This is an optimization exercise on Yosys and OpenROAD, whose aim is small area, a short achievable clock period and few clock cycles per item, not a production implementation. Where RTL was checked, it was by simulation tests only, not by an equivalence proof against the original.

==> flow/design.v <==
package fc2_bias_adder_pkg;
    localparam int FC2_N_LANE  = 16;
    localparam int FC2_N_BATCH = 2;
    localparam int FC2_W_BIAS  = 34;
    localparam int FC2_W_ACC   = 34;
    localparam int FC2_W_OUT   = 32;
    localparam int FC2_W_ADDR  = 1;
    typedef logic [1:0] state_t;
    localparam state_t S_FETCH = 2'd0;
    localparam state_t S_LATCH = 2'd1;
    localparam state_t S_WAIT  = 2'd2;
    localparam state_t S_OUT   = 2'd3;
endpackage
module fc2_bias_sat_add
#(
    parameter int W_A = fc2_bias_adder_pkg::FC2_W_ACC,
    parameter int W_B = fc2_bias_adder_pkg::FC2_W_BIAS,
    parameter int W_O = fc2_bias_adder_pkg::FC2_W_OUT
) (
    input  logic [W_A-1:0] acc,
    input  logic [W_B-1:0] bias,
    output logic [W_O-1:0] sum_sat
);
    localparam int W_S = ((W_A > W_B) ? W_A : W_B) + 1;
    localparam int W_L = W_O - 1;            
    localparam int W_H = W_S - 1 - W_L;      
    function automatic integer n_levels;
        input integer n;
        integer i;
        begin
            n_levels = 0;
            for (i = 0; i < 31; i = i + 1) if ((1 << i) < n) n_levels = i + 1;
        end
    endfunction
    localparam int N_LV = n_levels(W_L);
    function automatic integer pfx_pol;
        input integer i;
        input integer k;
        integer n, l;
        begin
            n = 1;
            for (l = 0; l < k; l = l + 1) n = n + ((i >> l) & 1);
            pfx_pol = n & 1;
        end
    endfunction
    logic [W_S-2:0] a, b;
    assign a = (W_S-1)'($signed(acc));
    assign b = (W_S-1)'($signed(bias));
    logic [W_L-1:0] p0;
    assign p0 = a[W_L-1:0] ^ b[W_L-1:0];
    logic [W_L-1:0] gl [0:N_LV];
    logic [W_L-1:0] tl [0:N_LV];
    assign gl[0] = ~(a[W_L-1:0] & b[W_L-1:0]);
    assign tl[0] = ~(a[W_L-1:0] | b[W_L-1:0]);
    for (genvar k = 0; k < N_LV; k++) begin : g_lv
        for (genvar i = 0; i < W_L; i++) begin : g_bit
            if (((i >> k) & 1) == 1) begin : g_op
                localparam int J = ((i >> k) << k) - 1;
                localparam int NT = (i < (2 << k)) ? 0 : 1;
                fc2_pfx_op #(
                    .HP (pfx_pol(i, k)),
                    .LP (pfx_pol(J, k)),
                    .NT (NT)
                ) u_op (
                    .g_hi (gl[k][i]),
                    .t_hi (tl[k][i]),
                    .g_lo (gl[k][J]),
                    .t_lo (tl[k][J]),
                    .g    (gl[k+1][i]),
                    .t    (tl[k+1][i])
                );
            end else begin : g_pass
                assign gl[k+1][i] = gl[k][i];
                assign tl[k+1][i] = tl[k][i];
            end
        end
    end
    function automatic logic [W_L-1:0] cpol_mask;
        input integer unused;
        integer i;
        begin
            cpol_mask = '0;
            for (i = 1; i < W_L; i = i + 1) cpol_mask[i] = pfx_pol(i - 1, N_LV);
        end
    endfunction
    localparam logic [W_L-1:0] CPOL = cpol_mask(0);
    logic [W_L:0] c;
    assign c[0] = 1'b0;
    for (genvar i = 0; i < W_L - 1; i++) begin : g_carry
        assign c[i+1] = gl[N_LV][i];
    end
    assign c[W_L] = pfx_pol(W_L - 1, N_LV) ? ~gl[N_LV][W_L-1] : gl[N_LV][W_L-1];
    logic sign0, sign1, ovf0, ovf1;
    fc2_bias_hi #(
        .W_H (W_H)
    ) u_hi (
        .a_hi  (a[W_S-2:W_L]),
        .b_hi  (b[W_S-2:W_L]),
        .sign0 (sign0),
        .sign1 (sign1),
        .ovf0  (ovf0),
        .ovf1  (ovf1)
    );
    fc2_bias_clamp #(
        .W_L  (W_L),
        .CPOL (CPOL)
    ) u_clamp (
        .p       (p0),
        .c       (c[W_L-1:0]),
        .c_hi    (c[W_L]),
        .sign0   (sign0),
        .sign1   (sign1),
        .ovf0    (ovf0),
        .ovf1    (ovf1),
        .sum_sat (sum_sat)
    );
endmodule
module fc2_pfx_op
#(
    parameter int HP = 0,
    parameter int LP = 0,
    parameter int NT = 1
) (
    input  logic g_hi,
    input  logic t_hi,
    input  logic g_lo,
    input  logic t_lo,
    output logic g,
    output logic t
);
    logic gh, th, glo, tlo, gt, tt;
    assign gh  = HP ? ~g_hi : g_hi;
    assign th  = HP ? ~t_hi : t_hi;
    assign glo = LP ? ~g_lo : g_lo;
    assign tlo = LP ? ~t_lo : t_lo;
    assign gt  = gh | (th & glo);
    assign tt  = th & tlo;
    assign g   = HP ? gt : ~gt;
    assign t   = (NT == 0) ? 1'b0 : (HP ? tt : ~tt);
endmodule
module fc2_bias_hi
#(
    parameter int W_H = 3
) (
    input  logic [W_H-1:0] a_hi,
    input  logic [W_H-1:0] b_hi,
    output logic           sign0,
    output logic           sign1,
    output logic           ovf0,
    output logic           ovf1
);
    logic signed [W_H:0] h0, h1;
    assign h0 = (W_H+1)'($signed(a_hi)) + (W_H+1)'($signed(b_hi));
    assign h1 = h0 + 1'b1;
    assign ovf0  = !((&h0) || !(|h0));
    assign ovf1  = !((&h1) || !(|h1));
    assign sign0 = h0[W_H];
    assign sign1 = h1[W_H];
endmodule
module fc2_bias_clamp
#(
    parameter int W_L = 31,
    parameter logic [W_L-1:0] CPOL = '0
) (
    input  logic [W_L-1:0] p,
    input  logic [W_L-1:0] c,
    input  logic           c_hi,
    input  logic           sign0,
    input  logic           sign1,
    input  logic           ovf0,
    input  logic           ovf1,
    output logic [W_L:0]   sum_sat
);
    logic sign, ovf;
    assign sign = c_hi ? sign1 : sign0;
    assign ovf  = c_hi ? ovf1 : ovf0;
    assign sum_sat = {sign, ovf ? {W_L{~sign}} : (p ^ c ^ CPOL)};
endmodule
module fc2_bias_adder
#(
    parameter int N_LANE  = fc2_bias_adder_pkg::FC2_N_LANE,
    parameter int N_BATCH = fc2_bias_adder_pkg::FC2_N_BATCH,
    parameter int W_BIAS  = fc2_bias_adder_pkg::FC2_W_BIAS,
    parameter int W_ACC   = fc2_bias_adder_pkg::FC2_W_ACC,
    parameter int W_OUT   = fc2_bias_adder_pkg::FC2_W_OUT,
    parameter int W_ADDR  = fc2_bias_adder_pkg::FC2_W_ADDR
) (
    input  logic                      clk,
    input  logic                      rstn,
    input  logic                      flush,
    output logic [W_ADDR-1:0]         rom_aa,
    output logic                      rom_cena,
    input  logic [N_LANE*W_BIAS-1:0]  rom_qa,
    input  logic                      acc_valid,
    output logic                      acc_ready,
    input  logic [N_LANE*W_ACC-1:0]   acc_data,
    output logic                      out_valid,
    input  logic                      out_ready,
    output logic [N_LANE*W_OUT-1:0]   out_data,
    output logic                      out_last
);
    logic [W_ADDR-1:0]  batch_cnt;   
    logic               rom_ok;      
    logic               ok_idle;     
    logic [W_ADDR-1:0]  rom_aa_q;
    logic [W_ADDR-1:0]  cnt_nxt, inc_nxt, aa_nxt;
    logic               ov_nxt, ok_nxt;
    logic               is_last;
    logic               load;        
    logic               acc_hs;
    logic [N_LANE*W_OUT-1:0] sat_sum;
    assign is_last   = (batch_cnt == W_ADDR'(N_BATCH - 1));
    assign load      = !out_valid || out_ready;
    assign acc_ready = ok_idle || (rom_ok && out_ready);
    assign acc_hs    = acc_valid && acc_ready && !flush;
    assign rom_aa   = rom_aa_q;
    assign rom_cena = 1'b0;
    always_comb begin
        if (flush)       cnt_nxt = '0;
        else if (acc_hs) cnt_nxt = is_last ? '0 : batch_cnt + 1'b1;
        else             cnt_nxt = batch_cnt;
        if (flush)          ov_nxt = 1'b0;
        else if (acc_hs)    ov_nxt = 1'b1;
        else if (out_ready) ov_nxt = 1'b0;
        else                ov_nxt = out_valid;
        inc_nxt = (cnt_nxt == W_ADDR'(N_BATCH - 1)) ? '0 : cnt_nxt + 1'b1;
        ok_nxt  = (rom_aa_q == cnt_nxt);
        aa_nxt  = ok_nxt ? inc_nxt : cnt_nxt;
    end
    for (genvar i = 0; i < N_LANE; i++) begin : g_lane
        fc2_bias_sat_add #(
            .W_A (W_ACC),
            .W_B (W_BIAS),
            .W_O (W_OUT)
        ) u_sat_add (
            .acc     (acc_data[(N_LANE-1-i)*W_ACC +: W_ACC]),
            .bias    (rom_qa[(N_LANE-1-i)*W_BIAS +: W_BIAS]),
            .sum_sat (sat_sum[(N_LANE-1-i)*W_OUT +: W_OUT])
        );
    end
    always_ff @(posedge clk or negedge rstn) begin
        if (!rstn) begin
            batch_cnt <= '0;
            rom_ok    <= 1'b0;
            ok_idle   <= 1'b0;
            rom_aa_q  <= '0;
            out_valid <= 1'b0;
        end else begin
            batch_cnt <= cnt_nxt;
            rom_ok    <= ok_nxt;
            ok_idle   <= ok_nxt && !ov_nxt;
            rom_aa_q  <= aa_nxt;
            out_valid <= ov_nxt;
        end
    end
    always_ff @(posedge clk) begin
        if (load) begin
            out_data <= sat_sum;
            out_last <= is_last;
        end
    end
endmodule
clock: 5.0 ns
lec_check: 0
cap_margin: 20
core_area: 5 5 555 555
die_area: 0 0 560 560
setup_slack_margin: 2.5
slew_margin: 20
synth_hierarchical: 1
synth_minimum_keep_size: 0
standard.sh (not shown) runs the stock make flow with config.mk's settings and CLKGATE_MAP_FILE= SYNTH_SCRIPT=/design/flow/synth_recipe.tcl, a recipe that flattens the netlist after the stock synthesis.
==> flow/flow/run.sh <==
#!/bin/bash
# Own layout flow: the standard ORFS flow, with these settings changed:
#  - the port buffers that global placement inserts on every input and output are buf_2
#    cells instead of the default delay-buffer cells;
#  - ABC sizes its gates for a 1 fF load, leaving upsizing to the timing repair;
#  - the adder-cell mapping step of synthesis is skipped (ADDER_MAP_FILE empty), so the adders
#    are mapped by ABC as plain gates. Registers and their names are those of the standard synthesis.
# Each tool's full output goes to the ORFS logs under orfs/logs; make's own output goes to
# flow_make.log in the folder this runs in.
set -euo pipefail
bash standard.sh "BUFFER_PORTS_ARGS=-buffer_cell sky130_fd_sc_hd__buf_2" "ADDER_MAP_FILE=" "ABC_LOAD_IN_FF=1" finish > flow_make.log 2>&1
Testbench counts at the start, summed over its fixed seeds: cycles 9,616, items 9,600.
Edit:
--- a/flow/design.v
+++ b/flow/design.v
@@ -51,4 +51,10 @@
     logic [W_L-1:0] gl [0:N_LV];
     logic [W_L-1:0] tl [0:N_LV];
+    logic [W_L-1:0] gln [0:N_LV];
+    logic [W_L-1:0] tln [0:N_LV];
+    for (genvar k = 0; k <= N_LV; k++) begin : g_inv
+        assign gln[k] = ~gl[k];
+        assign tln[k] = ~tl[k];
+    end
     assign gl[0] = ~(a[W_L-1:0] & b[W_L-1:0]);
     assign tl[0] = ~(a[W_L-1:0] | b[W_L-1:0]);
@@ -58,13 +64,15 @@
                 localparam int J = ((i >> k) << k) - 1;
                 localparam int NT = (i < (2 << k)) ? 0 : 1;
+                localparam int HPI = pfx_pol(i, k);
+                localparam int LPI = pfx_pol(J, k);
                 fc2_pfx_op #(
-                    .HP (pfx_pol(i, k)),
-                    .LP (pfx_pol(J, k)),
+                    .HP (HPI),
+                    .LP (HPI),
                     .NT (NT)
                 ) u_op (
                     .g_hi (gl[k][i]),
                     .t_hi (tl[k][i]),
-                    .g_lo (gl[k][J]),
-                    .t_lo (tl[k][J]),
+                    .g_lo ((HPI == LPI) ? gl[k][J] : gln[k][J]),
+                    .t_lo ((HPI == LPI) ? tl[k][J] : tln[k][J]),
                     .g    (gl[k+1][i]),
                     .t    (tl[k+1][i])
Final cell count went down by 1.0%.
Cell area decreases by 0.88%.
Synthesized cell count fell by 1.6%.
Wire length hardly moves.
Setup slack got worse by 0.18 ns.
Testbench counts after the change, summed over its fixed seeds: cycles 9,616, items 9,600.

---

// fc2_bias_adder: RTL as listed in full above, without the edits since
==> flow/config.mk <==
export PLATFORM = sky130hd
export DESIGN_NAME = fc2_bias_adder
export DESIGN_NICKNAME = fc2_bias_adder
export VERILOG_FILES = /design/flow/design.v
export SDC_FILE = /design/flow/constraint.sdc
export NUM_CORES = 4
export LEC_CHECK = 0
export CAP_MARGIN = 20
export CORE_AREA = 5 5 555 555
export DIE_AREA = 0 0 560 560
export SETUP_SLACK_MARGIN = 2.3
export SLEW_MARGIN = 20
export SYNTH_HIERARCHICAL = 1
export SYNTH_MINIMUM_KEEP_SIZE = 0
==> flow/constraint.sdc <==
create_clock -name core_clock -period 5.0 [get_ports {clk}]
set_input_delay 1.0000 -clock core_clock [delete_from_list [all_inputs] [get_ports {clk}]]
set_output_delay 1.0000 -clock core_clock [all_outputs]
set_load 0.01 [all_outputs]
==> flow/flow/run.sh <==
#!/bin/bash
# Own layout flow: the standard ORFS flow, with these settings changed:
#  - the port buffers that global placement inserts on every input and output are buf_1
#    cells instead of the default delay-buffer cells;
#  - ABC sizes its gates for a 1 fF load, leaving upsizing to the timing repair;
#  - the adder-cell mapping step of synthesis is skipped (ADDER_MAP_FILE empty), so the adders
#    are mapped by ABC as plain gates. Registers and their names are those of the standard synthesis.
# Each tool's full output goes to the ORFS logs under orfs/logs; make's own output goes to
# flow_make.log in the folder this runs in.
set -euo pipefail
bash standard.sh "BUFFER_PORTS_ARGS=-buffer_cell sky130_fd_sc_hd__buf_1" "ADDER_MAP_FILE=" "ABC_LOAD_IN_FF=1" finish > flow_make.log 2>&1
The baseline completed without violations.
Testbench counts at the start, summed over its fixed seeds: cycles 9,616, items 9,600.
Change:
--- a/flow/design.v
+++ b/flow/design.v
@@ -83,14 +83,14 @@
             for (i = 1; i < W_L; i = i + 1) cpol_mask[i] = pfx_pol(i - 1, N_LV);
         end
     endfunction
     localparam logic [W_L-1:0] CPOL = cpol_mask(0);
-    logic [W_L:0] c;
+    localparam int JT = (((W_L - 1) >> (N_LV - 1)) << (N_LV - 1)) - 1;
+    logic [W_L-1:0] c;
     assign c[0] = 1'b0;
     for (genvar i = 0; i < W_L - 1; i++) begin : g_carry
         assign c[i+1] = gl[N_LV][i];
     end
-    assign c[W_L] = pfx_pol(W_L - 1, N_LV) ? ~gl[N_LV][W_L-1] : gl[N_LV][W_L-1];
     logic sign0, sign1, ovf0, ovf1;
     fc2_bias_hi #(
         .W_H (W_H)
     ) u_hi (
@@ -102,13 +102,17 @@
         .ovf1  (ovf1)
     );
     fc2_bias_clamp #(
         .W_L  (W_L),
-        .CPOL (CPOL)
+        .CPOL (CPOL),
+        .HP   (pfx_pol(W_L - 1, N_LV - 1)),
+        .LP   (pfx_pol(JT, N_LV - 1))
     ) u_clamp (
         .p       (p0),
-        .c       (c[W_L-1:0]),
-        .c_hi    (c[W_L]),
+        .c       (c),
+        .g_top   (gl[N_LV-1][W_L-1]),
+        .t_top   (tl[N_LV-1][W_L-1]),
+        .g_mid   (gl[N_LV-1][JT]),
         .sign0   (sign0),
         .sign1   (sign1),
         .ovf0    (ovf0),
         .ovf1    (ovf1),
@@ -159,20 +163,25 @@
 endmodule
 module fc2_bias_clamp
 #(
     parameter int W_L = 31,
-    parameter logic [W_L-1:0] CPOL = '0
+    parameter logic [W_L-1:0] CPOL = '0,
+    parameter int HP = 0,
+    parameter int LP = 0
 ) (
     input  logic [W_L-1:0] p,
     input  logic [W_L-1:0] c,
-    input  logic           c_hi,
+    input  logic           g_top,
+    input  logic           t_top,
+    input  logic           g_mid,
     input  logic           sign0,
     input  logic           sign1,
     input  logic           ovf0,
     input  logic           ovf1,
     output logic [W_L:0]   sum_sat
 );
-    logic sign, ovf;
+    logic c_hi, sign, ovf;
+    assign c_hi = (HP ? ~g_top : g_top) | ((HP ? ~t_top : t_top) & (LP ? ~g_mid : g_mid));
     assign sign = c_hi ? sign1 : sign0;
     assign ovf  = c_hi ? ovf1 : ovf0;
     assign sum_sat = {sign, ovf ? {W_L{~sign}} : (p ^ c ^ CPOL)};
 endmodule
Hold slack gets worse by 0.053 ns. Via count grows by 14%. Setup slack loses 0.026 ns. Clock-buffer cell count goes down by 8. Final cell count increases by 6.1%. Critical path depth increases by 2. First-iteration DRC count increases by 26%.
For the second run of this note, only the layout was checked, not whether the RTL still works.

---

fc2_bias_adder, a different RTL version from the one above (not shown whole).
Size in the first run: roughly 1,600 I/O pins, about 0.053 mm² of cells after synthesis.
==> module fc2_bias_sat_add, before the edit <==
module fc2_bias_sat_add
#(
    parameter int W_A = fc2_bias_adder_pkg::FC2_W_ACC,
    parameter int W_B = fc2_bias_adder_pkg::FC2_W_BIAS,
    parameter int W_O = fc2_bias_adder_pkg::FC2_W_OUT
) (
    input  logic [W_A-1:0] acc,
    input  logic [W_B-1:0] bias,
    output logic [W_O-1:0] sum_sat
);
    localparam int W_S = ((W_A > W_B) ? W_A : W_B) + 1;
    localparam int W_L = W_O - 1;            
    localparam int W_H = W_S - 1 - W_L;      
    function automatic integer n_levels;
        input integer n;
        integer i;
        begin
            n_levels = 0;
            for (i = 0; i < 31; i = i + 1) if ((1 << i) < n) n_levels = i + 1;
        end
    endfunction
    localparam int N_LV = n_levels(W_L);
    function automatic integer pfx_pol;
        input integer i;
        input integer k;
        integer n, l;
        begin
            n = 1;
            for (l = 0; l < k; l = l + 1) n = n + ((i >> l) & 1);
            pfx_pol = n & 1;
        end
    endfunction
    logic [W_S-2:0] a, b;
    assign a = (W_S-1)'($signed(acc));
    assign b = (W_S-1)'($signed(bias));
    logic [W_L-1:0] p0;
    assign p0 = a[W_L-1:0] ^ b[W_L-1:0];
    logic [W_L-1:0] gl [0:N_LV];
    logic [W_L-1:0] tl [0:N_LV];
    assign gl[0] = ~(a[W_L-1:0] & b[W_L-1:0]);
    assign tl[0] = ~(a[W_L-1:0] | b[W_L-1:0]);
    for (genvar k = 0; k < N_LV; k++) begin : g_lv
        for (genvar i = 0; i < W_L; i++) begin : g_bit
            if (((i >> k) & 1) == 1) begin : g_op
                localparam int J = ((i >> k) << k) - 1;
                localparam int NT = (i < (2 << k)) ? 0 : 1;
                fc2_pfx_op #(
                    .HP (pfx_pol(i, k)),
                    .LP (pfx_pol(J, k)),
                    .NT (NT)
                ) u_op (
                    .g_hi (gl[k][i]),
                    .t_hi (tl[k][i]),
                    .g_lo (gl[k][J]),
                    .t_lo (tl[k][J]),
                    .g    (gl[k+1][i]),
                    .t    (tl[k+1][i])
                );
            end else begin : g_pass
                assign gl[k+1][i] = gl[k][i];
                assign tl[k+1][i] = tl[k][i];
            end
        end
    end
    logic [W_L:0] c;
    assign c[0] = 1'b0;
    for (genvar i = 0; i < W_L; i++) begin : g_carry
        assign c[i+1] = pfx_pol(i, N_LV) ? ~gl[N_LV][i] : gl[N_LV][i];
    end
    logic sign0, sign1, ovf0, ovf1;
    fc2_bias_hi #(
        .W_H (W_H)
    ) u_hi (
        .a_hi  (a[W_S-2:W_L]),
        .b_hi  (b[W_S-2:W_L]),
        .sign0 (sign0),
        .sign1 (sign1),
        .ovf0  (ovf0),
        .ovf1  (ovf1)
    );
    fc2_bias_clamp #(
        .W_L (W_L)
    ) u_clamp (
        .p       (p0),
        .c       (c[W_L-1:0]),
        .c_hi    (c[W_L]),
        .sign0   (sign0),
        .sign1   (sign1),
        .ovf0    (ovf0),
        .ovf1    (ovf1),
        .sum_sat (sum_sat)
    );
endmodule
export LEC_CHECK = 0
export CAP_MARGIN = 20
export CORE_AREA = 5 5 555 555
export DIE_AREA = 0 0 560 560
export SETUP_SLACK_MARGIN = 2.2
export SLEW_MARGIN = 20
export SYNTH_HIERARCHICAL = 1
export SYNTH_MINIMUM_KEEP_SIZE = 0
create_clock -name core_clock -period 5.0 [get_ports {clk}]
==> flow/flow/run.sh <==
#!/bin/bash
# Own layout flow: the standard ORFS flow, with two settings changed:
#  - the port buffers that global placement inserts on every input and output are buf_1
#    cells instead of the default delay-buffer cells;
#  - the adder-cell mapping step of synthesis is skipped (ADDER_MAP_FILE empty), so the adders
#    are mapped by ABC as plain gates. Registers and their names are those of the standard synthesis.
# Each tool's full output goes to the ORFS logs under orfs/logs; make's own output goes to
# flow_make.log in the folder this runs in.
set -euo pipefail
bash standard.sh "BUFFER_PORTS_ARGS=-buffer_cell sky130_fd_sc_hd__buf_1" "ADDER_MAP_FILE=" finish > flow_make.log 2>&1
Testbench counts at the start, summed over its fixed seeds: cycles 9,616, items 9,600.
Edit:
--- a/flow/design.v
+++ b/flow/design.v
@@ -21,21 +21,13 @@
     input  logic [W_B-1:0] bias,
     output logic [W_O-1:0] sum_sat
 );
     localparam int W_S = ((W_A > W_B) ? W_A : W_B) + 1;
     localparam int W_L = W_O - 1;            
     localparam int W_H = W_S - 1 - W_L;      
-    function automatic integer n_levels;
-        input integer n;
-        integer i;
-        begin
-            n_levels = 0;
-            for (i = 0; i < 31; i = i + 1) if ((1 << i) < n) n_levels = i + 1;
-        end
-    endfunction
-    localparam int N_LV = n_levels(W_L);
+    localparam int N_LV = $clog2(W_L);
     function automatic integer pfx_pol;
         input integer i;
         input integer k;
         integer n, l;
         begin
             n = 1;
Outcome:
- synthesized cell count does not change
- cell count is unchanged
- sequential cell count stays the same
- hold slack does not change
- die area stays the same
- first-iteration DRC count does not change
- routed wire length stays the same
- global-route usage does not change
- critical path depth does not change
No functional check of the RTL was part of the second run of this note.

[what the ideal ports hide]
The results above use ideal ports. As a check the final layouts listed here were re-extracted and re-timed, cells and wires unchanged. Step 1, drivers: a clkbuf_16 drives clk and a buf_2 each remaining input, both assumed. Step 2 adds t to the input delays and takes it off the output delays; t is the mean of the earliest and latest rising clock arrival at the registers after step 1. Input paths then give back, and output paths get back, about the clock's delay inside the block. Three values: ideal ports, drivers, drivers and shift; two values: the first two.
| run | shift t [ns] | slack for setup (ns) | worst setup path after step 2 |
|---|---|---|---|
| the first run of note 1 | 0.850 | 2.442 / 2.329 / 1.479 | input to register |
| the second run of note 1 | 0.830 | 2.267 / 2.248 / 1.418 | input to register |
| the first run of note 2 | 0.823 | 2.236 / 2.195 / 1.373 | input to register |
| the second run of note 2 | 0.825 | 2.210 / 2.102 / 1.277 | input to register |
| the first run of note 3 | 0.820 | 2.188 / 2.096 / 1.276 | input to register |
| the second run of note 3 | 0.820 | 2.188 / 2.096 / 1.276 | input to register |
After both steps setup and hold are still met in every run listed. For the first run of note 1, which loses most, drivers alone change the setup slack by -0.113 ns; drivers and shift together by -0.963 ns.
